Background: an optimization exercise with open tools, aiming at small area, a short achievable clock period and few clock cycles. Do not read the settings as production practice. Only simulation tests tie the RTL to the original design; equivalence was not proved. Power and IR drop assume default switching activity.

## flow/design.v (module list and top-level ports; edited modules follow where they fit)
// module systolic_mm_engine: 151 lines
// module smm_fa: 10 lines
// module smm_ha: 9 lines
// module smm_gc: 8 lines
// module smm_gpc: 11 lines
// module smm_mac: 447 lines
// module smm_add40: 250 lines
module systolic_mm_engine #(
    parameter int ROWS   = 4,
    parameter int COLS   = 4,
    parameter int DATA_W = 16,
    parameter int ACC_W  = 40,
    parameter int KLEN_W = 12
) (
    input  logic                                   clk,
    input  logic                                   rst_n,
    input  logic                                   start,
    input  logic                                   acc_mode,
    input  logic [KLEN_W-1:0]                      k_len,
    input  logic                                   in_valid,
    output logic                                   in_ready,
    input  logic [ROWS*DATA_W-1:0]                 a_vec,
    input  logic [COLS*DATA_W-1:0]                 b_vec,
    output logic                                   out_valid,
    input  logic                                   out_ready,
    output logic [COLS*ACC_W-1:0]                  out_row,
    output logic [(ROWS > 1 ? $clog2(ROWS) : 1)-1:0] out_idx,
    output logic                                   busy,
    output logic                                   done
);
  // ...
==> flow/flow/run.sh <==
#!/bin/bash
set -euo pipefail
bash standard.sh SETUP_SLACK_MARGIN=7.4 "BUFFER_PORTS_ARGS=-buffer_cell sky130_fd_sc_hd__buf_2" finish > standard_flow.log 2>&1
==> flow/standard.sh <==
#!/bin/bash
# synth_recipe.tcl (not shown) runs the flow's synth.tcl, then flattens the netlist and writes it again
# the make line also repeats each setting of config.mk as NAME=value (left out here)
make -C /OpenROAD-flow-scripts/flow DESIGN_CONFIG=/design/flow/config.mk WORK_HOME=/design/flow/orfs CLKGATE_MAP_FILE= SYNTH_SCRIPT=/design/flow/synth_recipe.tcl "${@:-finish}"
==> flow/config.mk <==
export PLATFORM = sky130hd
export DESIGN_NAME = systolic_mm_engine
export DESIGN_NICKNAME = systolic_mm_engine
export VERILOG_FILES = /design/flow/design.v
export SDC_FILE = /design/flow/constraint.sdc
export NUM_CORES = 4
export LEC_CHECK = 0
export CAP_MARGIN = 35
export CORE_MARGIN = 2
export CORE_UTILIZATION = 65
export SETUP_SLACK_MARGIN = 5
export SLEW_MARGIN = 35
export SYNTH_HIERARCHICAL = 1
export SYNTH_MINIMUM_KEEP_SIZE = 0
==> flow/constraint.sdc <==
create_clock -name core_clock -period 11.0 [get_ports {clk}]
set_input_delay 2.2000 -clock core_clock [delete_from_list [all_inputs] [get_ports {clk}]]
set_output_delay 2.2000 -clock core_clock [all_outputs]
set_load 0.01 [all_outputs]
==> results.sh, run 1 <==
export IMPL_wl_met1_um=216000
export IMPL_netlist_area_leader_share_pct=28.7
export IMPL_crit_slowest_cell="dfrtp_4"
export IMPL_crit_path_max_fanout=2
export IMPL_powerClk_mw=8.86
export IMPL_tightestPinTransition_ps=988
export IMPL_first_global_vias=120044
export IMPL_clock_path_buffers=4
export IMPL_placed_cell_area_um2=165000
export IMPL_p_comb_mw=47.6
export IMPL_design_seq_count=2109
export IMPL_drc=0
export IMPL_status="timing/DRC/antenna clean"
export IMPL_synthMuxAreaShare_pct=0.00563
export IMPL_internal_power_mw=41.0
export IMPL_tap_cells=3570
export IMPL_p_per_area_nw_per_um2=409
export IMPL_finalPower_mw=72.9
export IMPL_placedCellCount=16999
export IMPL_routed_top_layer="met5"
export IMPL_critical_path_class="flip-flop to output port"
export IMPL_reg_top3="c_acc: 640 flops, s_acc: 640 flops, g_r.g_c.u_mac.a: 256 flops"
export IMPL_clock_sinks=2109
export IMPL_fin_util_pct=65.7
export IMPL_pwr_share_comb_pct=65.3
export IMPL_p_sw_share_pct=43.8
export IMPL_yosysSeqAreaShare_pct=23.8
export IMPL_worstHoldEndpoint="cnt_q[6]"
export IMPL_reg2reg_to="row_q[118]"
Testbench counts, summed over its fixed seeds: cycles 6,501.
==> inputs of run 2 (changes only) <==
--- a/flow/config.mk
+++ b/flow/config.mk
@@ -7,3 +7,3 @@
 export LEC_CHECK = 0
-export CAP_MARGIN = 35
+export CAP_MARGIN = 20
 export CORE_MARGIN = 2
@@ -11,3 +11,3 @@
 export SETUP_SLACK_MARGIN = 5
-export SLEW_MARGIN = 35
+export SLEW_MARGIN = 20
 export SYNTH_HIERARCHICAL = 1
==> run 2 against run 1 <==
Compared with the run above:
- the layout now fails its checks (antenna rules)
- synthesized cell count unchanged
- clock power hardly changed
- via count decreased by 0.26%
- flip-flop and latch count unchanged
- clock skew grew 29 ps
- critical endpoint unchanged
- largest cell class unchanged
==> results.sh, run 2 <==
export IMPL_status="finished with violations"
export IMPL_so_violations="antenna rules"
export IMPL_drc=0
export IMPL_yosysTopAreaCell="fa_1"
export IMPL_ant_nets=1
export IMPL_synth_top_family_by_area="adder cells"
export IMPL_cp_end_kind="output port"
export IMPL_hold_class="flip-flop to flip-flop"
export IMPL_htree_levels=4
export IMPL_fin_skew_ps=70.2
export IMPL_synthXorXnorAreaFrac_pct=11.7
export IMPL_synth_compound_area_share_pct=15.2
export IMPL_dr_pass1_iters=9
export IMPL_grt_ovfl_total=0
export IMPL_synthMuxAreaShare_pct=0.00563
export IMPL_p_per_area_nw_per_um2=409
export IMPL_cts_buffers=240
export IMPL_final_net_count=16629
export IMPL_synth_async_sr_flop_share_pct=0.806
export IMPL_min_delay_path_depth=2
export IMPL_syn_area_um2=178000
export IMPL_timing_rr_start="sel_c_q[3][1]"
export IMPL_cp_start_kind="flip-flop"
export IMPL_syn_inst=15507
export IMPL_ys_warn_count=22
export IMPL_insertion_delay_ps=970
export IMPL_vias_per_cell=6.46
export IMPL_drive_above_1_share_pct=18.1
export IMPL_synth_edf_count=0
export IMPL_cp_slowest_stage_delay_ps=490
export IMPL_syn_area_per_cell_um2=11.5
export IMPL_synth_seq_cells=2109
export IMPL_netlist_area_leader_share_pct=28.7
export IMPL_power_frac_seq_pct=22.6
export IMPL_synthesis_nets=18361
export IMPL_place_congestion=0.998
export IMPL_yosys_area_share_simple_pct=6.87
export IMPL_rsz0062_at_grt="true"
export IMPL_grt_use_total_pct=40.2
export IMPL_leakage_nw=69.7
export IMPL_area_growth_pct=0.297
export IMPL_crit_chain="buf_12 > buf_6"
export IMPL_p_sw_share_pct=43.8
export IMPL_tightestPinTransition_ps=1240
export IMPL_detail_route_iter0_violations=12675
export IMPL_cap_violations=0
export IMPL_synth_cell_types=46
export IMPL_die_area_um2=278000
export IMPL_min_period_ps=3870
export IMPL_critical_path_top_delay_family="flip-flops"
export IMPL_routed_wl_um=559000
export IMPL_yosysMostFrequentCell="fa_1"
export IMPL_reg_top3="c_acc: 640 flops, s_acc: 640 flops, g_r.g_c.u_mac.a: 256 flops"
export IMPL_first_global_vias=120239
export IMPL_numPortBuffers=311
export IMPL_clock_path_buffers=4
export IMPL_initial_core_util_pct=65.5
export IMPL_fill_cells=20924
export IMPL_reg2reg_slack_ps=7350
export IMPL_grt_pass1_wl_um=825000
export IMPL_core_area_um2=271000
export IMPL_clk_pin_slew_worst_paths_ps=70
export IMPL_wl_per_cell_um=31.7
export IMPL_pwr_share_clk_pct=12.2
export IMPL_setup_violations=0
export IMPL_fin_util_pct=65.7
export IMPL_critPathBufInv=2
export IMPL_layout_common_cells="2542 x fa_1, 2077 x xnor2_1, 1719 x a22oi_1, 1612 x dfxtp_1, 1285 x nor2b_1"
export IMPL_crit_arrival_ps=1670
export IMPL_final_hold_viol_count=0
export IMPL_num_io_pins=312
export IMPL_hp_start="cnt_q[6]"
export IMPL_worstHoldEndpoint="cnt_q[6]"
export IMPL_critical_path_class="flip-flop to output port"
export IMPL_cts_root_buf="clkbuf_16"
export IMPL_pwr_share_comb_pct=65.3
export IMPL_yosys_most_used_dff="dfxtp_1"
export IMPL_finalCritPeriodShare_pct=35.2
export IMPL_vias=113966
export IMPL_crit_path_max_fanout=2
export IMPL_die_width_um=527
export IMPL_yosysSeqAreaShare_pct=23.8
export IMPL_die_h_um=527
export IMPL_crit_slowest_cell="dfrtp_4"
export IMPL_ir_drop_v=0.000234
export IMPL_cts_tree="yes"
export IMPL_final_max_slew_viol_count=0
export IMPL_antenna_found_initial=77
export IMPL_synth_fa_ha_area_share_pct=29.8
export IMPL_internal_power_mw=41.0
export IMPL_num_rows=191
export IMPL_grt_max_degree=200
export IMPL_layout_commonest_cell="fa_1"
export IMPL_ys_top_cells_by_count="2544 x fa_1, 2092 x dfxtp_1, 2080 x xnor2_1"
export IMPL_fmaxAchievable_ghz=0.258
export IMPL_reg2reg_to="row_q[118]"
export IMPL_synthTopCellsByArea="fa_1 29%, dfxtp_1 24%, xnor2_1 10%, a22oi_1 7.4%, buf_4 6.6%"
export IMPL_power_switching_mw=31.9
export IMPL_max_slew_margin_pct=17.6
export IMPL_hpwl_um=402000
export IMPL_clock_sinks=2109
export IMPL_rr_worst_depth=13
export IMPL_tns_ps=0
export IMPL_worstPathRequired_ps=8800
==> run 2: cell counts after synthesis <==
No cell type changed its count.
==> run 2: power by group through the flow <==
| stage | clock network, mW | logic (mW) | registers (mW) |
|---|---|---|---|
| after global placement | 0 | 44.5 | 16.4 |
| final | 8.86 | 47.6 | 16.4 |
| after floorplan | 0 | 52.7 | 14.1 |
| after detailed placement | 0 | 45.7 | 16.4 |
| after CTS | 8.95 | 47.3 | 16.3 |
| after global routing | 9.25 | 54.3 | 16.7 |
==> run 2: how the worst max path moves through the flow <==
| stage | startpoint | to | slack [ps] | cells past startpoint |
|---|---|---|---|---|
| 6_report | in_ready_q | in_ready | 7130 | 2 |
| 5_1_grt | in_ready_q | in_ready | 7110 | 2 |
| 4_1_cts | in_ready_q | in_ready | 7090 | 2 |
| 3_5_place_dp | sel_c_q[3][3] | row_q[75] | 6000 | 13 |
| 3_3_place_gp | sel_c_q[3][3] | row_q[74] | 6150 | 13 |
| 2_1_floorplan | out_ready | sel_c_q[3][2] | 7410 | 6 |
==> run 2: logic make-up (layout without fill, tap and decap cells) <==
group / Yosys count / in the layout
flip-flops: 2109 / 2109
multiplexers: 1 / 1
adder cells (fa/ha/maj): 2708 / 2708
buffers and inverters: 3001 / 1478
other: 0 / 86
XOR/XNOR: 2372 / 2372
AND/OR/NAND/NOR: 2194 / 2194
AO/OA/AOI/OAI: 3122 / 3123
==> run 2: layout make-up <==
class                   count  area [µm²]  share of cell area, %
repair buffers            748        6670                   3.74
diodes                     86         215                  0.121
well taps                3570        4470                   2.51
inverters                 278        1040                  0.586
clock inverters           152        2090                   1.17
multi-input cells       10398      113000                   63.6
clock buffers             300        6580                   3.69
flip-flops and latches   2109       43700                   24.5
==> run 2: per-layer routing <==
metal / vias to the layer above / wire, µm / track usage, %
met5: - / 310 / 0
met4: 30 / 36800 / 24.1
met3: 1467 / 59800 / 10.7
met2: 6671 / 248000 / 59.3
met1: 59289 / 215000 / 53.1
li1: 46509 / - / -
==> run 2: metrics by stage <==
step	instance area [µm²]	worst slack (ps)	hold slack [ps]	cells	total power, mW
floorplan	178000	7410	331	15507	66.8
global placement	165000	6150	472	16999	60.9
detailed placement	165000	6000	470	16999	62.1
CTS	176000	7090	482	17478	72.6
global route	178000	7110	492	17589	80.3
finish	178000	7130	482	17641	72.9
==> run 2: worst reg2reg max path, stage by stage, from the launching register on <==
cell and delay (ps):
dfrtp_4 550, buf_4 190, buf_8 190, buf_12 230
a22oi_1 350, nand2_1 90, ha_1 350, a21o_1 200
a21o_1 250, a21o_1 310, a21o_1 230, a21o_4 230
a21o_1 180, xor2_1 160
==> run 2: timing repair <==
item | 4_1_cts | 5_1_grt
hold buffers | 0 | 0
cloned | 6 | 9
setup endpoints to repair | 598 | 261
buffers inserted | 21 | 68
gates resized for setup | 802 | 364
pin swaps | 3 | 10
==> run 2: modules after synthesis, one instance, submodules excluded <==
module              area (µm²)  times used  cells inside  flip-flops and latches
systolic_mm_engine       46400           1          4347                    1469
smm_ha                    12.5         160             1                       0
smm_mac                   4540          16           480                      40
smm_fa                    20.0        2544             1                       0
smm_gpc                   13.8         232             2                       0
smm_gc                    7.51         152             1                       0
smm_add40                  349           4            40                       0
==> inputs of run 3 (changes only) <==
==> flow/flow/run.sh (replaced) <==
#!/bin/bash
set -euo pipefail
bash standard.sh SETUP_SLACK_MARGIN=7.4 "BUFFER_PORTS_ARGS=-buffer_cell sky130_fd_sc_hd__buf_4" finish > standard_flow.log 2>&1
--- a/flow/config.mk
+++ b/flow/config.mk
@@ -7,3 +7,3 @@
 export LEC_CHECK = 0
-export CAP_MARGIN = 20
+export CAP_MARGIN = 35
 export CORE_MARGIN = 2
@@ -11,3 +11,3 @@
 export SETUP_SLACK_MARGIN = 5
-export SLEW_MARGIN = 20
+export SLEW_MARGIN = 35
 export SYNTH_HIERARCHICAL = 1
==> run 3 against run 2 <==
Compared with the run above:
- the run now finishes clean
- via count is 0.61% lower
- first-iteration DRC count is 4.2% lower
- wire length is 0.81% lower
==> results.sh, run 3 <==
export IMPL_min_period_ps=3980
export IMPL_clock_path_buffers=4
export IMPL_dr_pass1_iters=6
export IMPL_netlist_area_leader_share_pct=28.7
export IMPL_grt_ovfl_total=0
export IMPL_synth_cell_types=46
export IMPL_num_io_pins=312
export IMPL_yosysMostFrequentCell="fa_1"
export IMPL_synth_async_sr_flop_share_pct=0.806
export IMPL_numPortBuffers=311
export IMPL_reg_top3="c_acc: 640 flops, s_acc: 640 flops, g_r.g_c.u_mac.a: 256 flops"
export IMPL_finalWorstSetupSlack_ps=7020
export IMPL_stdcell_area_um2=179000
export IMPL_rsz0062_at_grt="true"
export IMPL_pre_cts_ws_ps=6280
export IMPL_leakage_nw=69.5
export IMPL_num_rows=191
export IMPL_crit_path_max_fanout=119
export IMPL_antenna_found_initial=66
export IMPL_drive_above_1_share_pct=18.6
export IMPL_ir_drop_v=0.000255
export IMPL_fmaxAchievable_ghz=0.251
export IMPL_grt_max_degree=192
export IMPL_critical_path_class="flip-flop to flip-flop"
export IMPL_cp_start_kind="flip-flop"
export IMPL_crit_arrival_ps=4790
export IMPL_final_hold_viol_count=0
export IMPL_cts_root_buf="clkbuf_16"
export IMPL_grt_pass1_wl_um=817000
export IMPL_cp_end_kind="flip-flop"
export IMPL_hold_class="flip-flop to flip-flop"
export IMPL_die_area_um2=278000
export IMPL_seqCellArea_um2=43700
export IMPL_ys_top_cells_by_count="2544 x fa_1, 2092 x dfxtp_1, 2080 x xnor2_1"
export IMPL_initial_core_util_pct=65.5
export IMPL_cap_violations=0
export IMPL_synth_seq_cells=2109
export IMPL_vias=113275
export IMPL_first_global_vias=119503
export IMPL_fin_skew_ps=45.0
export IMPL_layout_common_cells="2544 x fa_1, 2079 x xnor2_1, 1632 x a22oi_1, 1577 x dfxtp_1, 1285 x nor2b_1"
export IMPL_tns_ps=0
export IMPL_htree_levels=4
export IMPL_clock_sinks=2109
export IMPL_die_h_um=527
export IMPL_synth_edf_count=0
export IMPL_syn_area_per_cell_um2=11.5
export IMPL_final_max_slew_viol_count=0
export IMPL_syn_area_um2=178000
export IMPL_fill_cells=20674
export IMPL_insertion_delay_ps=950
export IMPL_cts_tree="yes"
export IMPL_yosys_most_used_dff="dfxtp_1"
export IMPL_placed_cell_area_um2=166000
export IMPL_syn_inst=15507
export IMPL_drc=0
export IMPL_ant_nets=0
export IMPL_finalPower_mw=72.6
export IMPL_wl_per_cell_um=31.6
export IMPL_worstPathRequired_ps=11800
export IMPL_hpwl_um=397000
export IMPL_yosysSeqAreaShare_pct=23.8
export IMPL_place_congestion=0.977
export IMPL_clk_pin_slew_worst_paths_ps=70
export IMPL_vias_per_cell=6.45
export IMPL_yosysTopAreaCell="fa_1"
export IMPL_routed_wl_um=555000
export IMPL_die_width_um=527
export IMPL_status="timing/DRC/antenna clean"
export IMPL_synthTopCellsByArea="fa_1 29%, dfxtp_1 24%, xnor2_1 10%, a22oi_1 7.4%, buf_4 6.6%"
export IMPL_area_growth_pct=0.522
export IMPL_detail_route_iter0_violations=12140
export IMPL_cts_buffers=236
export IMPL_layout_commonest_cell="fa_1"
export IMPL_final_net_count=16572
export IMPL_ys_warn_count=22
export IMPL_p_per_area_nw_per_um2=407
export IMPL_multi_input_area_um2=114000
export IMPL_grt_use_total_pct=39.8
export IMPL_tightestPinTransition_ps=1030
export IMPL_synthesis_nets=18361
export IMPL_core_area_um2=271000
export IMPL_finalCritPeriodShare_pct=36.2
export IMPL_setup_violations=0
export IMPL_max_slew_margin_pct=31.2
==> run 3: cell counts after synthesis <==
No cell type changed its count.
==> run 3: cell families (layout without fill, tap and decap cells) <==
family                     after synthesis  after routing  synth area share, %
AOI/OAI and AO/OA                     3122           3122                 15.2
xor gates and xnor gates              2372           2372                 11.7
adders and majority gates             2708           2708                 29.8
buffers and inverters                 3001           1411                 12.6
DFF                                   2109           2109                 23.8
muxes                                    1              1              0.00563
other                                    0             84                    0
and+or+nand+nor                       2194           2194                 6.87
==> run 3: path summary, 6_finish.rpt <==
path / cells after the start / slack, ps / end / startpoint
max: 12 / 7020 / row_q[116] / sel_c_q[3][3]
min: 2 / 480 / cnt_q[6] / cnt_q[6]
max reg2reg: 12 / 7020 / row_q[116] / sel_c_q[3][3]
min reg2reg: 2 / 480 / cnt_q[6] / cnt_q[6]
max in group asynchronous: 1 / 9440 / sel_c_q[3][1] / rst_n
min in group asynchronous: 1 / 1200 / rsel_q[1] / rst_n
==> run 3: per-layer routing <==
metal  GRT usage (%)  vias to the layer above  wire length [µm]
li1                -                    46379                 -
met1            52.2                    58670            212000
met2            59.1                     6660            245000
met3            10.6                     1544             59000
met4            23.6                       22             37900
met5               0                        -               281
==> run 3: layout make-up <==
cell class	count	share of cell area [%]
Antenna cell	84	0.118
Clock inverter	145	1.02
Multi-Input combinational cell	10397	63.8
Clock buffer	292	3.58
Sequential cell	2109	24.5
Timing Repair Buffer	696	3.97
Inverter	278	0.584
Tap cell	3570	2.50
==> run 3: critical path: stages (launching register included) <==
cell and delay, ps:
dfrtp_4 580, buf_16 220, a22oi_2 470, nand2_1 100, ha_1 320, and2_1 180, a21o_1 250, a21o_4 270
a21o_1 210, buf_4 220, a21o_4 270, a21o_1 180, xor2_1 160
==> run 3: power by group <==
part / total [mW] / internal (mW) / switching, mW / leakage, nW
sequential: 16.3 / 12.0 / 4.26 / 17.9
combinational: 47.9 / 24.0 / 23.9 / 47.6
clock: 8.48 / 4.87 / 3.62 / 3.98
==> run 3: Yosys stat by module, one instance, submodules excluded <==
module	area (µm²)	flip-flops and latches	times used	cells
smm_mac	4540	40	16	480
smm_gpc	13.8	0	232	2
smm_add40	349	0	4	40
systolic_mm_engine	46400	1469	1	4347
smm_fa	20.0	0	2544	1
smm_ha	12.5	0	160	1
smm_gc	7.51	0	152	1
==> run 3: per-stage QoR <==
| stage | std cells | hold slack (ps) | utilization, % |
|---|---|---|---|
| 6_report | 17571 | 479 | 65.8 |
| 2_1_floorplan | 15507 | 331 | - |
| 3_3_place_gp | 16984 | 465 | 61.1 |
| 4_1_cts | 17461 | 478 | 65.0 |
| 5_1_grt | 17523 | 491 | 65.8 |
| 3_5_place_dp | 16984 | 465 | 61.1 |
==> run 3: what timing repair did <==
item,4_1_cts,5_1_grt
setup buffers,31,7
hold buffers,0,0
cloned,9,16
endpoints found under the setup margin,475,227
pin swaps,4,26
gates resized for setup,730,424
==> module systolic_mm_engine, before the edit <==
module systolic_mm_engine #(
    parameter int ROWS   = 4,
    parameter int COLS   = 4,
    parameter int DATA_W = 16,
    parameter int ACC_W  = 40,
    parameter int KLEN_W = 12
) (
    input  logic                                   clk,
    input  logic                                   rst_n,
    input  logic                                   start,
    input  logic                                   acc_mode,
    input  logic [KLEN_W-1:0]                      k_len,
    input  logic                                   in_valid,
    output logic                                   in_ready,
    input  logic [ROWS*DATA_W-1:0]                 a_vec,
    input  logic [COLS*DATA_W-1:0]                 b_vec,
    output logic                                   out_valid,
    input  logic                                   out_ready,
    output logic [COLS*ACC_W-1:0]                  out_row,
    output logic [(ROWS > 1 ? $clog2(ROWS) : 1)-1:0] out_idx,
    output logic                                   busy,
    output logic                                   done
);
    logic              busy_q, in_ready_q, out_valid_q, done_q;
    logic              f1_q, f2_q;       
    logic              drn_q;            
    logic [1:0]        idx_q;            
    logic [1:0]        rsel_q;           
    logic [3:0]        sel_s_q [COLS];   
    logic [3:0]        sel_c_q [COLS];
    logic [KLEN_W-1:0] cnt_q;            
    logic              take_q;           
    logic [KLEN_W-1:0] w_rem;            
    logic              w_last;           
    logic              clr_q;            
    logic w_idle, w_start, w_take, w_hs, w_fin, w_drn, w_valid;
    logic [1:0] w_idx, w_rsel;
    assign w_idle  = !busy_q;
    assign w_start = w_idle && start;
    assign w_take  = in_valid && in_ready_q;
    assign w_hs    = out_valid_q && out_ready;
    assign w_fin   = w_hs && (idx_q == 2'd3);
    assign w_rem   = cnt_q - {{(KLEN_W-1){1'b0}}, take_q};
    assign w_last  = (w_rem == KLEN_W'(1));
    always_comb begin
        w_idx   = f2_q ? 2'd0 : idx_q + {1'b0, w_hs};
        w_drn   = f2_q || (drn_q && !w_fin);
        w_valid = w_drn && (rsel_q == w_idx);
        w_rsel  = w_valid ? w_idx + 2'd1 : w_idx;
    end
    always_ff @(posedge clk or negedge rst_n) begin
        if (!rst_n) begin
            busy_q      <= 1'b0;
            in_ready_q  <= 1'b0;
            out_valid_q <= 1'b0;
            done_q      <= 1'b0;
            take_q      <= 1'b0;
            f1_q        <= 1'b0;
            f2_q        <= 1'b0;
            drn_q       <= 1'b0;
            idx_q       <= 2'd0;
            rsel_q      <= 2'd0;
            for (int c = 0; c < COLS; c++) begin
                sel_s_q[c] <= 4'b0001;
                sel_c_q[c] <= 4'b0001;
            end
        end else begin
            done_q <= w_fin;
            take_q <= w_take;
            f2_q   <= f1_q;
            if (w_start) begin
                busy_q     <= 1'b1;
                in_ready_q <= (k_len != '0);
                f1_q       <= (k_len == '0);
            end else begin
                if (w_fin) busy_q <= 1'b0;
                if (w_take && w_last) in_ready_q <= 1'b0;
                f1_q <= w_take && w_last;
            end
            drn_q       <= w_drn;
            out_valid_q <= w_valid;
            idx_q       <= w_idx;
            rsel_q      <= w_rsel;
            for (int c = 0; c < COLS; c++) begin
                sel_s_q[c] <= 4'b0001 << w_rsel;
                sel_c_q[c] <= 4'b0001 << w_rsel;
            end
        end
    end
    always_ff @(posedge clk or negedge rst_n) begin
        if (!rst_n) clr_q <= 1'b1;
        else        clr_q <= w_start && !acc_mode;
    end
    always_ff @(posedge clk) begin
        cnt_q <= w_start ? k_len : w_rem;
    end
    logic [7:0] one_d [COLS];
    logic [7:0] two_d [COLS];
    logic [7:0] neg_d [COLS];
    for (genvar c = 0; c < COLS; c++) begin : g_enc
        logic [DATA_W:0] bx;
        assign bx = {b_vec[c*DATA_W +: DATA_W], 1'b0};
        always_comb begin
            for (int i = 0; i < 8; i++) begin
                one_d[c][i] = w_take && (bx[2*i+1] ^ bx[2*i]);
                two_d[c][i] = w_take && ((bx[2*i+2] && !bx[2*i+1] && !bx[2*i]) ||
                                         (!bx[2*i+2] && bx[2*i+1] && bx[2*i]));
                neg_d[c][i] = w_take && bx[2*i+2];
            end
        end
    end
    logic [ACC_W-1:0] s_acc [ROWS][COLS];
    logic [ACC_W-1:0] c_acc [ROWS][COLS];
    for (genvar r = 0; r < ROWS; r++) begin : g_r
        for (genvar c = 0; c < COLS; c++) begin : g_c
            logic [ACC_W-1:0] s_d, c_d;
            smm_mac u_mac (
                .clk(clk), .a_d(a_vec[r*DATA_W +: DATA_W]),
                .one_d(one_d[c]), .two_d(two_d[c]), .neg_d(neg_d[c]),
                .s_q(s_acc[r][c]), .c_q(c_acc[r][c]), .s_d(s_d), .c_d(c_d)
            );
            always_ff @(posedge clk) begin
                s_acc[r][c] <= s_d & {ACC_W{~clr_q}};
                c_acc[r][c] <= c_d & {ACC_W{~clr_q}};
            end
        end
    end
    logic [COLS*ACC_W-1:0] row_q;
    logic [COLS*ACC_W-1:0] w_row;
    for (genvar c = 0; c < COLS; c++) begin : g_drain
        logic [ACC_W-1:0] s_sel, c_sel;
        always_comb begin
            s_sel = '0;
            c_sel = '0;
            for (int r = 0; r < ROWS; r++) begin
                s_sel = s_sel | (s_acc[r][c] & {ACC_W{sel_s_q[c][r]}});
                c_sel = c_sel | (c_acc[r][c] & {ACC_W{sel_c_q[c][r]}});
            end
        end
        smm_add40 u_add (.a(s_sel), .b(c_sel), .s(w_row[c*ACC_W +: ACC_W]));
    end
    always_ff @(posedge clk) begin
        row_q <= w_row;
    end
    assign in_ready  = in_ready_q;
    assign out_valid = out_valid_q;
    assign out_row   = row_q;
    assign out_idx   = idx_q;
    assign busy      = busy_q;
    assign done      = done_q;
endmodule
==> inputs of run 4 (changes only) <==
--- a/flow/design.v
+++ b/flow/design.v
@@ -29,4 +29,3 @@
     logic [1:0]        rsel_q;           
-    logic [3:0]        sel_s_q [COLS];   
-    logic [3:0]        sel_c_q [COLS];
+    logic [3:0]        w_sel;            
     logic [KLEN_W-1:0] cnt_q;            
@@ -50,2 +49,3 @@
         w_rsel  = w_valid ? w_idx + 2'd1 : w_idx;
+        w_sel   = 4'b0001 << w_rsel;
     end
@@ -63,6 +63,2 @@
             rsel_q      <= 2'd0;
-            for (int c = 0; c < COLS; c++) begin
-                sel_s_q[c] <= 4'b0001;
-                sel_c_q[c] <= 4'b0001;
-            end
         end else begin
@@ -84,6 +80,2 @@
             rsel_q      <= w_rsel;
-            for (int c = 0; c < COLS; c++) begin
-                sel_s_q[c] <= 4'b0001 << w_rsel;
-                sel_c_q[c] <= 4'b0001 << w_rsel;
-            end
         end
@@ -132,10 +124,8 @@
         logic [ACC_W-1:0] s_sel, c_sel;
-        always_comb begin
-            s_sel = '0;
-            c_sel = '0;
-            for (int r = 0; r < ROWS; r++) begin
-                s_sel = s_sel | (s_acc[r][c] & {ACC_W{sel_s_q[c][r]}});
-                c_sel = c_sel | (c_acc[r][c] & {ACC_W{sel_c_q[c][r]}});
-            end
-        end
+        smm_sel4 u_ssel (.clk(clk), .sel_d(w_sel),
+                         .i0(s_acc[0][c]), .i1(s_acc[1][c]), .i2(s_acc[2][c]), .i3(s_acc[3][c]),
+                         .o(s_sel));
+        smm_sel4 u_csel (.clk(clk), .sel_d(w_sel),
+                         .i0(c_acc[0][c]), .i1(c_acc[1][c]), .i2(c_acc[2][c]), .i3(c_acc[3][c]),
+                         .o(c_sel));
         smm_add40 u_add (.a(s_sel), .b(c_sel), .s(w_row[c*ACC_W +: ACC_W]));
@@ -171,2 +161,15 @@
 endmodule
+module smm_sel4 (
+    input  logic        clk,
+    input  logic [3:0]  sel_d,
+    input  logic [39:0] i0,
+    input  logic [39:0] i1,
+    input  logic [39:0] i2,
+    input  logic [39:0] i3,
+    output logic [39:0] o
+);
+    logic [3:0] sel;
+    always_ff @(posedge clk) sel <= sel_d;
+    assign o = (i0 & {40{sel[0]}}) | (i1 & {40{sel[1]}}) | (i2 & {40{sel[2]}}) | (i3 & {40{sel[3]}});
+endmodule
 module smm_gc (
==> run 4 against run 3 <==
Compared with the run above:
- register-to-register slack gained 400 ps
- clock power is 3.3% higher
- final area shrank 0.87%
- synthesized cell count decreased by 0.28%
- die area increased by 0.51%
- first-iteration DRC count down 7.1%
- core utilization shrank 1.1 points
- via count shrank 1.7%
- sequential share of layout area grew 0.46 points
- synthesized area up 0.51%
- hold slack got worse by 110 ps
- sequential power hardly changed
- critical path type is now flip-flop to output port
- largest cell class unchanged
- largest power group unchanged
==> results.sh, run 4 <==
export IMPL_status="timing/DRC/antenna clean"
export IMPL_grt_pass1_wl_um=807000
export IMPL_final_max_slew_viol_count=0
export IMPL_crit_chain="buf_6"
export IMPL_timing_rr_start="g_drain[0].u_ssel.sel[0]"
export IMPL_grtUsageMet2_pct=57.3
export IMPL_stdcell_area_um2=177000
export IMPL_critical_path_class="flip-flop to output port"
export IMPL_rsz0062_at_grt="true"
export IMPL_cts_tree="yes"
export IMPL_worstHoldEndpoint="f2_q"
export IMPL_use_met1_pct=50.6
export IMPL_setup_violations=0
export IMPL_antenna_found_initial=82
export IMPL_synthTopCellsByArea="fa_1 29%, dfxtp_1 24%, xnor2_1 10%, a22oi_1 7.4%, buf_4 6.6%"
export IMPL_initial_core_util_pct=65.3
export IMPL_min_period_ps=3780
export IMPL_first_global_vias=119527
export IMPL_fill_cells=21320
export IMPL_detail_route_iter0_violations=11275
export IMPL_routed_wl_um=538000
export IMPL_clock_path_buffers=4
export IMPL_drive_above_1_share_pct=17.7
export IMPL_htree_levels=4
export IMPL_crit_arrival_ps=1580
export IMPL_rr_worst_depth=12
export IMPL_die_area_um2=279000
export IMPL_grt_ovfl_total=0
export IMPL_ant_nets=0
export IMPL_hp_start="f1_q"
export IMPL_layout_commonest_cell="fa_1"
export IMPL_syn_area_per_cell_um2=11.5
export IMPL_insertion_delay_ps=970
export IMPL_reg2reg_to="row_q[35]"
export IMPL_num_rows=192
export IMPL_max_slew_margin_pct=28.4
export IMPL_crit_path_max_fanout=2
export IMPL_p_per_area_nw_per_um2=409
export IMPL_clock_sinks=2137
export IMPL_syn_area_um2=179000
export IMPL_vias=111304
export IMPL_critPathBufInv=1
export IMPL_area_growth_pct=-0.862
export IMPL_cts_root_buf="clkbuf_16"
export IMPL_ys_warn_count=19
export IMPL_synth_async_sr_flop_share_pct=0.608
export IMPL_ys_top_cells_by_count="2544 x fa_1, 2124 x dfxtp_1, 2080 x xnor2_1"
export IMPL_grt_use_total_pct=39.1
export IMPL_dr_pass1_iters=6
export IMPL_min_delay_path_depth=0
export IMPL_cp_end_kind="output port"
export IMPL_netlist_area_leader_share_pct=28.5
export IMPL_layout_common_cells="2544 x fa_1, 2076 x xnor2_1, 1735 x a22oi_1, 1578 x dfxtp_1, 1286 x nor2b_1"
export IMPL_num_io_pins=312
export IMPL_yosysMostFrequentCell="fa_1"
export IMPL_synthesis_nets=18317
export IMPL_place_congestion=0.970
export IMPL_grt_busiest_layer="met2"
export IMPL_cp_slowest_stage_delay_ps=470
export IMPL_worstPathRequired_ps=8800
export IMPL_leakage_nw=68.9
export IMPL_grt_max_degree=192
export IMPL_fmaxAchievable_ghz=0.265
export IMPL_reg2reg_slack_ps=7420
export IMPL_yosys_most_used_dff="dfxtp_1"
export IMPL_whs_ps=370
export IMPL_synth_seq_cells=2137
export IMPL_hold_class="flip-flop to flip-flop"
export IMPL_die_h_um=528
export IMPL_final_hold_viol_count=0
export IMPL_synth_cell_types=47
export IMPL_finalPower_mw=72.4
export IMPL_grtUsageMet3_pct=9.84
export IMPL_final_net_count=16451
export IMPL_ir_drop_v=0.000250
export IMPL_die_width_um=528
export IMPL_wl_per_cell_um=30.8
export IMPL_cap_violations=0
export IMPL_critical_path_top_delay_family="flip-flops"
export IMPL_cts_buffers=241
export IMPL_reg_top3="c_acc: 640 flops, s_acc: 640 flops, g_r.g_c.u_mac.a: 256 flops"
export IMPL_yosysSeqAreaShare_pct=24.0
export IMPL_cts_hold_buf=0
export IMPL_placed_cell_area_um2=166000
export IMPL_clk_pin_slew_worst_paths_ps=60
export IMPL_drc=0
export IMPL_tightestPinTransition_ps=1070
export IMPL_hpwl_um=394000
export IMPL_synth_edf_count=0
export IMPL_tns_ps=0
export IMPL_finalCritPeriodShare_pct=34.3
export IMPL_syn_inst=15463
export IMPL_crit_slowest_cell="dfrtp_2"
export IMPL_numPortBuffers=311
export IMPL_fin_util_pct=64.8
export IMPL_yosysTopAreaCell="fa_1"
export IMPL_cp_start_kind="flip-flop"
export IMPL_core_area_um2=273000
export IMPL_vias_per_cell=6.37
export IMPL_fin_skew_ps=60.0
-- run 4: area by class of cell --
type / count / area [µm²] / area share, %
Multi-Input combinational cell: 10341 / 113000 / 64.0
Sequential cell: 2137 / 44100 / 24.9
Clock buffer: 307 / 6650 / 3.76
Timing Repair Buffer: 598 / 5360 / 3.03
Tap cell: 3589 / 4490 / 2.54
Clock inverter: 139 / 1870 / 1.06
Inverter: 278 / 1040 / 0.589
Antenna cell: 83 / 208 / 0.117
-- run 4: timing repair --
item,4_1_cts,5_1_grt
pin swaps,0,2
endpoints found under the setup margin,366,158
hold endpoints to repair,0,0
resized for setup,656,298
buffers inserted,5,0
-- run 4: kinds of logic (layout without fill, tap and decap cells) --
family	count (synthesis)	count (layout)	share of synthesized area, %
buf+inv	2985	1322	12.7
simple gates	2138	2138	6.86
compound gates	3122	3122	15.2
mux	1	1	0.00561
xor+xnor	2372	2372	11.6
other cells	0	83	0
fa+ha+maj	2708	2708	29.7
flops	2137	2137	24.0
-- run 4: report_power, final --
part	total (mW)	internal, mW	switching, mW
clock	8.76	5.13	3.64
sequential	16.0	12.1	3.85
combinational	47.7	23.4	24.2
-- run 4: metal layers --
metal	vias to the layer above	wire length (µm)
met4	38	43300
li1	46153	-
met3	1466	51900
met5	-	273
met2	6142	238000
met1	57505	205000
-- run 4: how the worst max path moves through the flow --
stage | start | end | depth (start not counted)
2_1_floorplan | out_ready | g_drain[0].u_csel.sel[0] | 6
3_3_place_gp | in_valid | g_r[2].g_c[0].u_mac.two[3] | 3
4_1_cts | idx_q[0] | out_idx[0] | 1
3_5_place_dp | in_valid | g_r[2].g_c[1].u_mac.two[0] | 4
5_1_grt | idx_q[0] | out_idx[0] | 1
6_report | idx_q[0] | out_idx[0] | 1
-- run 4: through the flow --
step,instances,worst slack [ps]
after floorplan,15463,7350
after global placement,16937,6320
after detailed placement,16937,6800
after CTS,17388,7170
after global routing,17440,7220
final,17472,7220
-- run 4: modules after synthesis, one instance, submodules excluded --
| module | area [µm²] | flops+latches | cells |
|---|---|---|---|
| smm_sel4 | 941 | 4 | 140 |
| smm_add40 | 349 | 0 | 40 |
| smm_mac | 4540 | 40 | 480 |
| smm_gpc | 13.8 | 0 | 2 |
| smm_fa | 20.0 | 0 | 1 |
| smm_ha | 12.5 | 0 | 1 |
| systolic_mm_engine | 39800 | 1465 | 3183 |
| smm_gc | 7.51 | 0 | 1 |
Testbench counts of run 4, summed over its fixed seeds: cycles 6,501.
==> inputs of run 5 (changes only) <==
==> flow/flow/run.sh (replaced) <==
#!/bin/bash
set -euo pipefail
bash standard.sh SETUP_SLACK_MARGIN=7.2 "BUFFER_PORTS_ARGS=-buffer_cell sky130_fd_sc_hd__buf_4" finish > standard_flow.log 2>&1
==> run 5 against run 4 <==
Compared with the run above:
- sequential power about the same
- clock skew increased by 23 ps
- synthesized area unchanged
- first-iteration DRC count increased by 0.18%
- non-clock buffer count fell by 17
- via count up 0.82%
- highest routed layer unchanged
- critical endpoint is now out_idx[1]
==> results.sh, run 5 <==
export IMPL_htree_levels=4
export IMPL_cts_buffers=241
export IMPL_synth_seq_cells=2137
export IMPL_drc=0
export IMPL_critical_path_top_delay_family="flip-flops"
export IMPL_cts_root_buf="clkbuf_16"
export IMPL_final_max_slew_viol_count=0
export IMPL_syn_inst=15463
export IMPL_ys_top_cells_by_count="2544 x fa_1, 2124 x dfxtp_1, 2080 x xnor2_1"
export IMPL_drive_above_1_share_pct=16.2
export IMPL_crit_chain="buf_6"
export IMPL_routed_wl_um=543000
export IMPL_ys_warn_count=19
export IMPL_yosysTopAreaCell="fa_1"
export IMPL_yosysSeqAreaShare_pct=24.0
export IMPL_crit_arrival_ps=1550
export IMPL_antenna_found_initial=73
export IMPL_vias_per_cell=6.43
export IMPL_layout_common_cells="2544 x fa_1, 2080 x xnor2_1, 1750 x a22oi_1, 1731 x dfxtp_1, 1285 x nor2b_1"
export IMPL_detail_route_iter0_violations=11295
export IMPL_num_rows=192
export IMPL_die_width_um=528
export IMPL_cts_tree="yes"
export IMPL_core_area_um2=273000
export IMPL_critPathBufInv=1
export IMPL_placed_cell_area_um2=166000
export IMPL_cp_slowest_stage_delay_ps=470
export IMPL_numPortBuffers=311
export IMPL_die_area_um2=279000
export IMPL_yosys_most_used_dff="dfxtp_1"
export IMPL_synthesis_nets=18317
export IMPL_vias=112217
export IMPL_syn_area_um2=179000
export IMPL_tns_ps=0
export IMPL_p_per_area_nw_per_um2=411
export IMPL_wl_per_cell_um=31.1
export IMPL_crit_slowest_cell="dfrtp_2"
export IMPL_leakage_nw=68.5
export IMPL_final_hold_viol_count=0
export IMPL_place_congestion=0.969
export IMPL_synth_async_sr_flop_share_pct=0.608
export IMPL_p_sw_share_pct=43.8
export IMPL_stdcell_area_um2=175000
export IMPL_fin_skew_ps=82.7
export IMPL_layout_commonest_cell="fa_1"
export IMPL_final_net_count=16434
export IMPL_hold_class="flip-flop to flip-flop"
export IMPL_tightestPinTransition_ps=950
export IMPL_synthTopCellsByArea="fa_1 29%, dfxtp_1 24%, xnor2_1 10%, a22oi_1 7.4%, buf_4 6.6%"
export IMPL_pwr_share_clk_pct=12.2
export IMPL_cp_end_kind="output port"
export IMPL_fill_cells=21520
export IMPL_grt_use_total_pct=39.1
export IMPL_clk_pin_slew_worst_paths_ps=60
export IMPL_min_period_ps=3750
export IMPL_syn_area_per_cell_um2=11.5
export IMPL_yosysMostFrequentCell="fa_1"
export IMPL_cp_start_kind="flip-flop"
export IMPL_grt_pass1_wl_um=809000
export IMPL_num_io_pins=312
export IMPL_synth_edf_count=0
export IMPL_insertion_delay_ps=990
export IMPL_finalCritPeriodShare_pct=34.1
export IMPL_crit_path_max_fanout=2
export IMPL_critical_path_class="flip-flop to output port"
export IMPL_hpwl_um=393000
export IMPL_initial_core_util_pct=65.3
export IMPL_max_slew_margin_pct=36.6
export IMPL_dr_pass1_iters=7
export IMPL_setup_violations=0
export IMPL_netlist_area_leader_share_pct=28.5
export IMPL_grt_max_degree=170
export IMPL_clock_path_buffers=4
export IMPL_cap_violations=0
export IMPL_power_frac_seq_pct=22.2
export IMPL_internal_power_mw=40.5
export IMPL_rsz0062_at_grt="false"
export IMPL_pwr_share_comb_pct=65.6
export IMPL_placedCellCount=16924
export IMPL_power_switching_mw=31.6
export IMPL_synth_cell_types=47
export IMPL_fin_cells=17463
export IMPL_grt_ovfl_total=0
export IMPL_ir_drop_v=0.000276
export IMPL_reg_top3="c_acc: 640 flops, s_acc: 640 flops, g_r.g_c.u_mac.a: 256 flops"
export IMPL_die_h_um=528
export IMPL_worstPathRequired_ps=8800
export IMPL_first_global_vias=119811
export IMPL_fin_util_pct=64.1
export IMPL_clock_sinks=2137
export IMPL_fmaxAchievable_ghz=0.267
export IMPL_area_growth_pct=-1.83
export IMPL_status="timing/DRC/antenna clean"
export IMPL_ant_nets=0
## run 5: changes by cell type in the layout (fill, tap and decap cells not counted), moves of 5 or more
cell / before / now
dfxtp_4: 229 / 5
buf_6: 199 / 11
buf_4: 389 / 564
dfxtp_1: 1578 / 1731
dfxtp_2: 317 / 388
a22oi_1: 1735 / 1750
a22oi_2: 825 / 810
clkinvlp_4: 26 / 14
clkbuf_8: 36 / 47
diode_2: 83 / 94
o21ai_0: 130 / 135
## run 5: worst paths after layout
kind                                                from  cells after the start    endpoint  slack [ps]
max in group asynchronous                          rst_n                      1       clr_q        9660
worst max-delay path                            idx_q[1]                      1  out_idx[1]        7250
min in group asynchronous                          rst_n                      1      done_q        1090
worst max register to register  g_drain[1].u_ssel.sel[3]                     11   row_q[73]        7260
worst min-delay path                                f1_q                      0        f2_q         390
worst min register to register                      f1_q                      0        f2_q         390
## run 5: cell type report
| cell class | instances | area (µm²) | share of cell area [%] |
|---|---|---|---|
| Antenna cell | 94 | 235 | 0.134 |
| Clock buffer | 324 | 6860 | 3.91 |
| Clock inverter | 119 | 1720 | 0.983 |
| Inverter | 278 | 1040 | 0.595 |
| Multi-Input combinational cell | 10341 | 113000 | 64.5 |
| Sequential cell | 2137 | 43400 | 24.7 |
| Tap cell | 3589 | 4490 | 2.56 |
| Timing Repair Buffer | 581 | 4480 | 2.55 |
## run 5: kinds of logic after synthesis
| kind of cell | share of synthesized area [%] |
|---|---|
| AO/OA/AOI/OAI | 15.2 |
| adder cells (fa/ha/maj) | 29.7 |
| buffers and inverters | 12.7 |
| multiplexers | 0.00561 |
| AND/OR/NAND/NOR | 6.86 |
| flip-flops | 24.0 |
| XOR/XNOR | 11.6 |
## run 5: stage by stage
step           hold slack, ps  power, mW  setup slack [ps]
2_1_floorplan             331       67.1              7240
3_3_place_gp              375       61.3              6480
3_5_place_dp              372       62.7              6440
4_1_cts                   391       72.3              7170
5_1_grt                   386       79.5              7190
6_report                  390       72.1              7250
## run 5: Yosys stat by module, one instance, submodules excluded, excerpt
module / flip-flops and latches / cells
smm_fa: 0 / 1
smm_add40: 0 / 40
smm_gc: 0 / 1
smm_sel4: 4 / 140
smm_gpc: 0 / 2
systolic_mm_engine: 1465 / 3183
## run 5: layer usage
layer,wire length (µm),up-vias,track usage [%]
li1,-,46137,-
met2,241000,6428,57.9
met4,40600,34,26.6
met3,55100,1548,10.2
met1,205000,58070,50.5
met5,227,-,0
## run 5: power by group through the flow
stage          clock (mW)  combinational, mW  sequential [mW]
2_1_floorplan           0               52.8             14.3
5_1_grt              9.17               53.9             16.4
3_5_place_dp            0               46.7             16.1
4_1_cts              8.87               47.5             16.0
6_report             8.78               47.3             16.0
3_3_place_gp            0               45.3             16.0
## run 5: what timing repair did
action,in CTS,in global routing
buffers inserted,2,0
hold endpoints to repair,0,0
resized for setup,212,103
hold buffers,0,0
endpoints found under the setup margin,127,138
==> inputs of run 6 (changes only) <==
--- a/flow/design.v
+++ b/flow/design.v
@@ -135,8 +135,11 @@
     end
-    assign in_ready  = in_ready_q;
-    assign out_valid = out_valid_q;
+    logic w_busy_d, w_in_ready_d;
+    assign w_busy_d     = w_start || (busy_q && !w_fin);
+    assign w_in_ready_d = w_start ? (k_len != '0) : (in_ready_q && !(w_take && w_last));
+    smm_oreg #(.W(6)) u_oreg (
+        .clk(clk), .rst_n(rst_n),
+        .d({w_fin, w_busy_d, w_idx, w_valid, w_in_ready_d}),
+        .q({done, busy, out_idx, out_valid, in_ready})
+    );
     assign out_row   = row_q;
-    assign out_idx   = idx_q;
-    assign busy      = busy_q;
-    assign done      = done_q;
 endmodule
@@ -161,2 +164,15 @@
 endmodule
+module smm_oreg #(
+    parameter int W = 1
+) (
+    input  logic         clk,
+    input  logic         rst_n,
+    input  logic [W-1:0] d,
+    output logic [W-1:0] q
+);
+    always_ff @(posedge clk or negedge rst_n) begin
+        if (!rst_n) q <= '0;
+        else        q <= d;
+    end
+endmodule
 module smm_sel4 (
==> flow/flow/run.sh (replaced) <==
#!/bin/bash
set -euo pipefail
bash standard.sh SETUP_SLACK_MARGIN=7.4 "BUFFER_PORTS_ARGS=-buffer_cell sky130_fd_sc_hd__buf_4" finish > standard_flow.log 2>&1
==> run 6 against run 5 <==
Compared with the run above:
- still clean
- wire length shrank 0.70%
- count of clock-buffer cells in the layout did not move
- critical path depth unchanged
- die area is essentially flat
- sequential share of layout area increased by 0.18 points
- critical path type unchanged
- largest cell class unchanged
==> results.sh, run 6 <==
export IMPL_yosysTopAreaCell="fa_1"
export IMPL_die_area_um2=279000
export IMPL_crit_arrival_ps=1720
export IMPL_finalCritPeriodShare_pct=35.6
export IMPL_cp_num_cells=1
export IMPL_grt_use_total_pct=39.0
export IMPL_synthTopCellsByArea="fa_1 28%, dfxtp_1 24%, xnor2_1 10%, a22oi_1 7.4%, buf_4 6.6%"
export IMPL_detail_route_iter0_violations=11941
export IMPL_cts_hold_buf=0
export IMPL_ys_top_cells_by_count="2544 x fa_1, 2124 x dfxtp_1, 2080 x xnor2_1"
export IMPL_num_rows=192
export IMPL_rr_worst_depth=12
export IMPL_vias=111662
export IMPL_hpwl_um=394000
export IMPL_ant_nets=0
export IMPL_crit_path_max_fanout=1
export IMPL_grt_ovfl_total=0
export IMPL_p_sw_share_pct=43.7
export IMPL_layout_common_cells="2544 x fa_1, 2080 x xnor2_1, 1732 x a22oi_1, 1572 x dfxtp_1, 1285 x nor2b_1"
export IMPL_core_area_um2=274000
export IMPL_whs_ps=499
export IMPL_syn_inst=15469
export IMPL_fin_skew_ps=59.3
export IMPL_yosysMostFrequentCell="fa_1"
export IMPL_num_io_pins=312
export IMPL_synth_seq_cells=2142
export IMPL_ir_drop_v=0.000287
export IMPL_cts_tree="yes"
export IMPL_cp_end_kind="output port"
export IMPL_crit_chain="buf_6"
export IMPL_pre_cts_ws_ps=6920
export IMPL_critPathBufInv=1
export IMPL_layout_commonest_cell="fa_1"
export IMPL_max_slew_margin_pct=28.9
export IMPL_critical_path_class="flip-flop to output port"
export IMPL_netlist_area_leader_share_pct=28.5
export IMPL_die_width_um=528
export IMPL_synth_async_sr_flop_share_pct=0.840
export IMPL_yosys_most_used_dff="dfxtp_1"
export IMPL_cap_violations=0
export IMPL_worstPathRequired_ps=8800
export IMPL_status="timing/DRC/antenna clean"
export IMPL_yosysSeqAreaShare_pct=24.0
export IMPL_ys_warn_count=20
export IMPL_die_h_um=528
export IMPL_cp_start_kind="flip-flop"
export IMPL_rsz0062_at_grt="true"
export IMPL_area_growth_pct=-0.764
export IMPL_drc=0
export IMPL_seqCellArea_um2=44200
export IMPL_antenna_found_initial=76
export IMPL_grt_busiest_layer="met2"
export IMPL_dr_pass1_iters=7
export IMPL_insertion_delay_ps=960
export IMPL_min_period_ps=3920
export IMPL_final_hold_viol_count=0
export IMPL_p_per_area_nw_per_um2=408
export IMPL_synthesis_nets=18323
export IMPL_first_global_vias=118920
export IMPL_pwr_share_clk_pct=12.2
export IMPL_critical_path_top_delay_family="flip-flops"
export IMPL_setup_violations=0
export IMPL_clk_pin_slew_worst_paths_ps=60
export IMPL_final_net_count=16480
export IMPL_grt_max_degree=204
export IMPL_cts_buffers=245
export IMPL_multi_input_area_um2=113000
export IMPL_leakage_nw=69.1
export IMPL_tns_ps=0
export IMPL_clock_sinks=2142
export IMPL_syn_area_per_cell_um2=11.6
export IMPL_routed_wl_um=539000
export IMPL_vias_per_cell=6.37
export IMPL_syn_area_um2=179000
export IMPL_stdcell_area_um2=177000
export IMPL_min_delay_path_depth=2
export IMPL_grtUsageMet3_pct=10.0
export IMPL_tightestPinTransition_ps=1070
export IMPL_grt_pass1_wl_um=805000
export IMPL_crit_slowest_cell="dfrtp_4"
export IMPL_use_met1_pct=51.3
export IMPL_initial_core_util_pct=65.3
export IMPL_internal_power_mw=40.8
export IMPL_pwr_share_comb_pct=65.2
export IMPL_power_frac_seq_pct=22.5
export IMPL_finalPower_mw=72.4
export IMPL_fin_cells=17516
export IMPL_placed_cell_area_um2=166000
export IMPL_fmaxAchievable_ghz=0.255
export IMPL_hold_class="flip-flop to flip-flop"
export IMPL_final_max_slew_viol_count=0
export IMPL_htree_levels=4
export IMPL_fill_cells=21327
export IMPL_placedCellCount=16964
export IMPL_cp_slowest_stage_delay_ps=590
export IMPL_fin_util_pct=64.8
export IMPL_numPortBuffers=311
export IMPL_place_congestion=0.978
export IMPL_drive_above_1_share_pct=17.8
export IMPL_synth_edf_count=0
export IMPL_synth_cell_types=47
export IMPL_grtUsageMet2_pct=57.4
export IMPL_cts_root_buf="clkbuf_16"
export IMPL_power_switching_mw=31.6
export IMPL_finalWorstSetupSlack_ps=7080
export IMPL_reg_top3="c_acc: 640 flops, s_acc: 640 flops, g_r.g_c.u_mac.a: 256 flops"
export IMPL_wl_per_cell_um=30.8
export IMPL_clock_path_buffers=4
[run 6: area by class of cell]
cell class | count | area share (%)
Timing Repair Buffer | 616 | 3.08
Sequential cell | 2142 | 24.9
Tap cell | 3589 | 2.53
Inverter | 278 | 0.588
Antenna cell | 97 | 0.137
Clock inverter | 127 | 1.02
Multi-Input combinational cell | 10343 | 63.9
Clock buffer | 324 | 3.86
[run 6: logic make-up after synthesis]
group / after synthesis / share of synthesized area [%]
flops: 2142 / 24.0
simple gates: 2139 / 6.85
compound gates: 3123 / 15.2
fa+ha+maj: 2708 / 29.6
buf+inv: 2984 / 12.7
mux: 1 / 0.00560
xor+xnor: 2372 / 11.6
[run 6: routing by layer]
layer / share of wire, % / up-vias
met5: 0.025 / -
met4: 7.4 / 22
met3: 9.9 / 1378
met2: 44 / 6164
met1: 39 / 57817
li1: - / 46281
[run 6: Yosys stat by module (local to each module, per instance), excerpt]
| module | times used | cells |
|---|---|---|
| smm_fa | 2544 | 1 |
| smm_add40 | 4 | 40 |
| smm_ha | 160 | 1 |
| smm_gc | 152 | 1 |
| smm_sel4 | 8 | 140 |
| systolic_mm_engine | 1 | 3183 |
| smm_gpc | 232 | 2 |
| smm_mac | 16 | 480 |
[run 6: worst reg2reg max path: stages (launching register included)]
cell,delay [ps]
dfxtp_2,310
buf_4,480
a22oi_1,380
nand2_1,160
ha_1,280
and2_1,170
and2_1,150
a21o_2,320
a21o_1,200
buf_4,230
a21o_1,340
a21o_1,240
xor2_1,160
[run 6: final timing paths]
check | start | end | slack [ps]
setup / recovery | u_oreg.q[0] | in_ready | 7080
hold / removal | cnt_q[6] | cnt_q[6] | 500
setup reg to reg | g_drain[1].u_csel.sel[2] | row_q[79] | 7460
hold reg to reg | cnt_q[6] | cnt_q[6] | 500
max in group asynchronous | rst_n | u_oreg.q[3] | 9540
min in group asynchronous | rst_n | u_oreg.q[4] | 1130
[run 6: power groups by stage]
stage / clock (mW) / sequential [mW] / combinational (mW)
5_1_grt: 9.28 / 16.7 / 54.1
4_1_cts: 8.96 / 16.2 / 47.4
3_5_place_dp: 0 / 16.2 / 46.3
6_report: 8.86 / 16.3 / 47.2
2_1_floorplan: 0 / 14.3 / 52.8
3_3_place_gp: 0 / 16.2 / 45.1
[run 6: what timing repair did]
action | 4_1_cts | 5_1_grt
resized for setup | 636 | 291
endpoints found under the hold margin | 0 | 0
pin swaps | 0 | 1
buffers inserted | 0 | 3
gates cloned | 0 | 0
endpoints found under the setup margin | 330 | 245
Testbench counts of run 6, summed over its fixed seeds: cycles 6,501.
==> inputs of run 7 (changes only) <==
--- a/flow/config.mk
+++ b/flow/config.mk
@@ -10,2 +10,4 @@
 export CORE_UTILIZATION = 65
+export CTS_CLUSTER_DIAMETER = 100
+export CTS_CLUSTER_SIZE = 22
 export SETUP_SLACK_MARGIN = 5
==> run 7 against run 6 <==
Compared with the run above:
- count of clock-buffer cells in the layout shrank 173
- critical endpoint unchanged
- synthesized cell count did not move
- still clean on timing, DRC and antenna
- sequential share of layout area up 0.66 points
- global-route usage is 0.26 points lower
- largest cell class unchanged
- combinational power about the same
==> results.sh, run 7 <==
export IMPL_status="timing/DRC/antenna clean"
export IMPL_initial_core_util_pct=65.3
export IMPL_ir_drop_v=0.000256
export IMPL_dr_pass1_iters=6
export IMPL_drc=0
export IMPL_clk_pin_slew_worst_paths_ps=90
export IMPL_ant_nets=0
export IMPL_first_global_vias=117395
export IMPL_whs_ps=503
export IMPL_synthesis_nets=18323
export IMPL_p_per_area_nw_per_um2=399
export IMPL_antenna_found_initial=78
export IMPL_synth_edf_count=0
export IMPL_fin_util_pct=62.9
export IMPL_syn_area_um2=179000
export IMPL_reg2reg_slack_ps=7440
export IMPL_grt_max_degree=204
export IMPL_final_hold_viol_count=0
export IMPL_cts_root_buf="clkbuf_16"
export IMPL_routed_wl_um=535000
export IMPL_grt_pass1_wl_um=799000
export IMPL_final_max_slew_viol_count=0
export IMPL_hpwl_um=394000
export IMPL_critPathBufInv=1
export IMPL_vias_per_cell=6.42
export IMPL_worstPathRequired_ps=8800
export IMPL_die_width_um=528
export IMPL_yosys_most_used_dff="dfxtp_1"
export IMPL_final_net_count=16369
export IMPL_fill_cells=21889
export IMPL_cts_hold_buf=0
export IMPL_reg2reg_to="row_q[74]"
export IMPL_cts_tree="yes"
export IMPL_num_rows=192
export IMPL_leakage_nw=66.7
export IMPL_crit_path_max_fanout=1
export IMPL_synth_cell_types=47
export IMPL_rr_worst_depth=12
export IMPL_timing_rr_start="g_drain[1].u_csel.sel[2]"
export IMPL_synth_async_sr_flop_share_pct=0.840
export IMPL_tns_ps=0
export IMPL_ys_warn_count=20
export IMPL_grt_use_total_pct=38.7
export IMPL_rsz0062_at_grt="true"
export IMPL_reg_top3="c_acc: 640 flops, s_acc: 640 flops, g_r.g_c.u_mac.a: 256 flops"
export IMPL_synth_seq_cells=2142
export IMPL_cp_end_kind="output port"
export IMPL_wl_per_cell_um=31.0
export IMPL_seqCellArea_um2=44000
export IMPL_tightestPinTransition_ps=1030
export IMPL_critical_path_class="flip-flop to output port"
export IMPL_yosysSeqAreaShare_pct=24.0
export IMPL_fmaxAchievable_ghz=0.258
export IMPL_crit_chain="buf_6"
export IMPL_syn_inst=15469
export IMPL_max_slew_margin_pct=31.3
export IMPL_layout_common_cells="2544 x fa_1, 2080 x xnor2_1, 1732 x a22oi_1, 1691 x dfxtp_1, 1285 x nor2b_1"
export IMPL_setup_violations=0
export IMPL_multi_input_area_um2=113000
export IMPL_cp_slowest_stage_delay_ps=610
export IMPL_vias=110888
export IMPL_fin_skew_ps=44.0
export IMPL_area_growth_pct=-3.64
export IMPL_grt_ovfl_total=0
export IMPL_core_area_um2=274000
export IMPL_die_h_um=528
export IMPL_startpoint="u_oreg.q[0]"
export IMPL_insertion_delay_ps=900
export IMPL_placed_cell_area_um2=166000
export IMPL_endpoint="in_ready"
export IMPL_crit_slowest_cell="dfrtp_4"
export IMPL_cp_num_cells=1
export IMPL_clock_sinks=2142
export IMPL_cts_buffers=135
export IMPL_yosysTopAreaCell="fa_1"
export IMPL_die_area_um2=279000
export IMPL_place_congestion=0.978
export IMPL_crit_arrival_ps=1670
export IMPL_synthTopCellsByArea="fa_1 28%, dfxtp_1 24%, xnor2_1 10%, a22oi_1 7.4%, buf_4 6.6%"
export IMPL_stdcell_area_um2=172000
export IMPL_hold_class="flip-flop to flip-flop"
export IMPL_htree_levels=4
export IMPL_cap_violations=0
export IMPL_num_io_pins=312
export IMPL_syn_area_per_cell_um2=11.6
export IMPL_layout_commonest_cell="fa_1"
export IMPL_ys_top_cells_by_count="2544 x fa_1, 2124 x dfxtp_1, 2080 x xnor2_1"
export IMPL_cp_start_kind="flip-flop"
export IMPL_detail_route_iter0_violations=11877
export IMPL_clock_path_buffers=4
export IMPL_critical_path_top_delay_family="flip-flops"
export IMPL_min_period_ps=3870
export IMPL_yosysMostFrequentCell="fa_1"
export IMPL_numPortBuffers=311
export IMPL_finalCritPeriodShare_pct=35.2
export IMPL_drive_above_1_share_pct=15.6
export IMPL_netlist_area_leader_share_pct=28.5
## run 7: cell types whose count changed in the layout (fill, tap and decap cells not counted), moves of 30 or more
cell	delta
buf_4	+134
buf_6	-133
dfxtp_1	+119
dfxtp_2	-119
clkbuf_16	-106
clkinv_2	-39
clkbuf_8	-37
bufinv_16	-34
clkbuf_1	-30
## run 7: power breakdown
part	total [mW]	leakage [nW]	switching, mW	internal, mW
registers	16.2	18.2	4.09	12.1
logic	47.0	46.5	23.8	23.2
clock network	5.56	2.02	3.08	2.48
## run 7: how the worst min path moves through the flow
| stage | from | endpoint | slack (ps) | cells past startpoint |
|---|---|---|---|---|
| 2_1_floorplan | f1_q | f2_q | 330 | 0 |
| 3_3_place_gp | cnt_q[6] | cnt_q[6] | 470 | 2 |
| 3_5_place_dp | cnt_q[6] | cnt_q[6] | 480 | 2 |
| 4_1_cts | cnt_q[6] | cnt_q[6] | 500 | 2 |
| 5_1_grt | cnt_q[6] | cnt_q[6] | 510 | 2 |
| 6_report | cnt_q[6] | cnt_q[6] | 500 | 2 |
## run 7: modules after synthesis (local to each module, per instance), excerpt
module              copies in the design  flip-flops and latches
systolic_mm_engine                     1                    1464
smm_mac                               16                      40
smm_sel4                               8                       4
smm_add40                              4                       0
smm_fa                              2544                       0
smm_gpc                              232                       0
smm_ha                               160                       0
smm_gc                               152                       0
## run 7: metal layers
layer / global-route usage (%) / routed length, µm / vias up
li1: - / - / 45910
met1: 51.4 / 209000 / 57717
met2: 56.8 / 238000 / 6031
met3: 9.20 / 50800 / 1220
met4: 25.5 / 38000 / 10
met5: 0 / 61 / -
## run 7: layout make-up
cell class / count / area share, %
Antenna cell: 113 / 0.164
Clock buffer: 151 / 2.07
Clock inverter: 43 / 0.339
Inverter: 278 / 0.606
Multi-Input combinational cell: 10343 / 65.8
Sequential cell: 2142 / 25.6
Tap cell: 3589 / 2.61
Timing Repair Buffer: 615 / 2.87
## run 7: worst register-to-register path, delay by kind of cell, from the launching register on
| kind | cells | cell delay, ps |
|---|---|---|
| AO/OA/AOI/OAI | 5 | 1530 |
| buffers and inverters | 2 | 680 |
| AND/OR/NAND/NOR | 3 | 490 |
| flip-flops | 1 | 320 |
| adder cells (fa/ha/maj) | 1 | 270 |
| XOR/XNOR | 1 | 160 |
## run 7: logic make-up (layout without fill, tap and decap cells)
group	after synthesis	after routing	share of synthesized area, %
AO/OA/AOI/OAI	3123	3123	15.2
multiplexers	1	1	0.00560
other	0	113	0
XOR/XNOR	2372	2372	11.6
buffers and inverters	2984	1087	12.7
adder cells (fa/ha/maj)	2708	2708	29.6
AND/OR/NAND/NOR	2139	2139	6.85
flip-flops	2142	2142	24.0
## run 7: through the flow
stage               total power, mW  setup WS, ps  instances
finish                         68.7          7130      17274
global route                   76.4          7120      17224
CTS                            69.0          7060      17158
detailed placement             62.5          6920      16964
global placement               61.3          6410      16964
floorplan                      67.1          7350      15469
## run 7: repair_timing
action	4_1_cts	5_1_grt
buffers inserted	0	2
cloned	0	0
resized for setup	414	258
endpoints found under the setup margin	199	151
pin swaps	0	1

[what the ideal ports hide]
Ports are ideal in the flow. The routed layouts listed here were re-timed in OpenROAD.
Step 1 (the two cells are an assumption about what drives the block):
set clk [get_ports {clk}]
set_driving_cell -lib_cell sky130_fd_sc_hd__clkbuf_16 $clk
set_driving_cell -lib_cell sky130_fd_sc_hd__buf_2 [delete_from_list [all_inputs] $clk]
Step 2, shift: input delay + t, output delay - t, t = (earliest + latest rising clock arrival at the registers) / 2. This alone moves slack from input paths to output paths.
Three values: ideal, step 1, step 2; two values: the first two.
run | t (ns) | setup WS [ns] | clock arrival spread, ns
run 1 | 1.066 | 7.115 / 7.003 / 6.464 | 0.044 / 0.043
run 2 | 1.042 | 7.125 / 7.014 / 6.452 | 0.071 / 0.072
run 3 | 1.035 | 7.016 / 7.016 / 6.736 | 0.057 / 0.057
run 4 | 1.039 | 7.222 / 7.120 / 6.614 | 0.064 / 0.064
run 5 | 1.045 | 7.249 / 7.149 / 6.435 | 0.092 / 0.092
run 6 | 1.030 | 7.084 / 6.984 / 6.766 | 0.062 / 0.063
run 7 | 0.978 | 7.128 / 7.029 / 6.803 | 0.056 / 0.056
The setup slack of run 5, which loses most, moves by -0.100 ns with the drivers and by -0.814 ns with both steps.
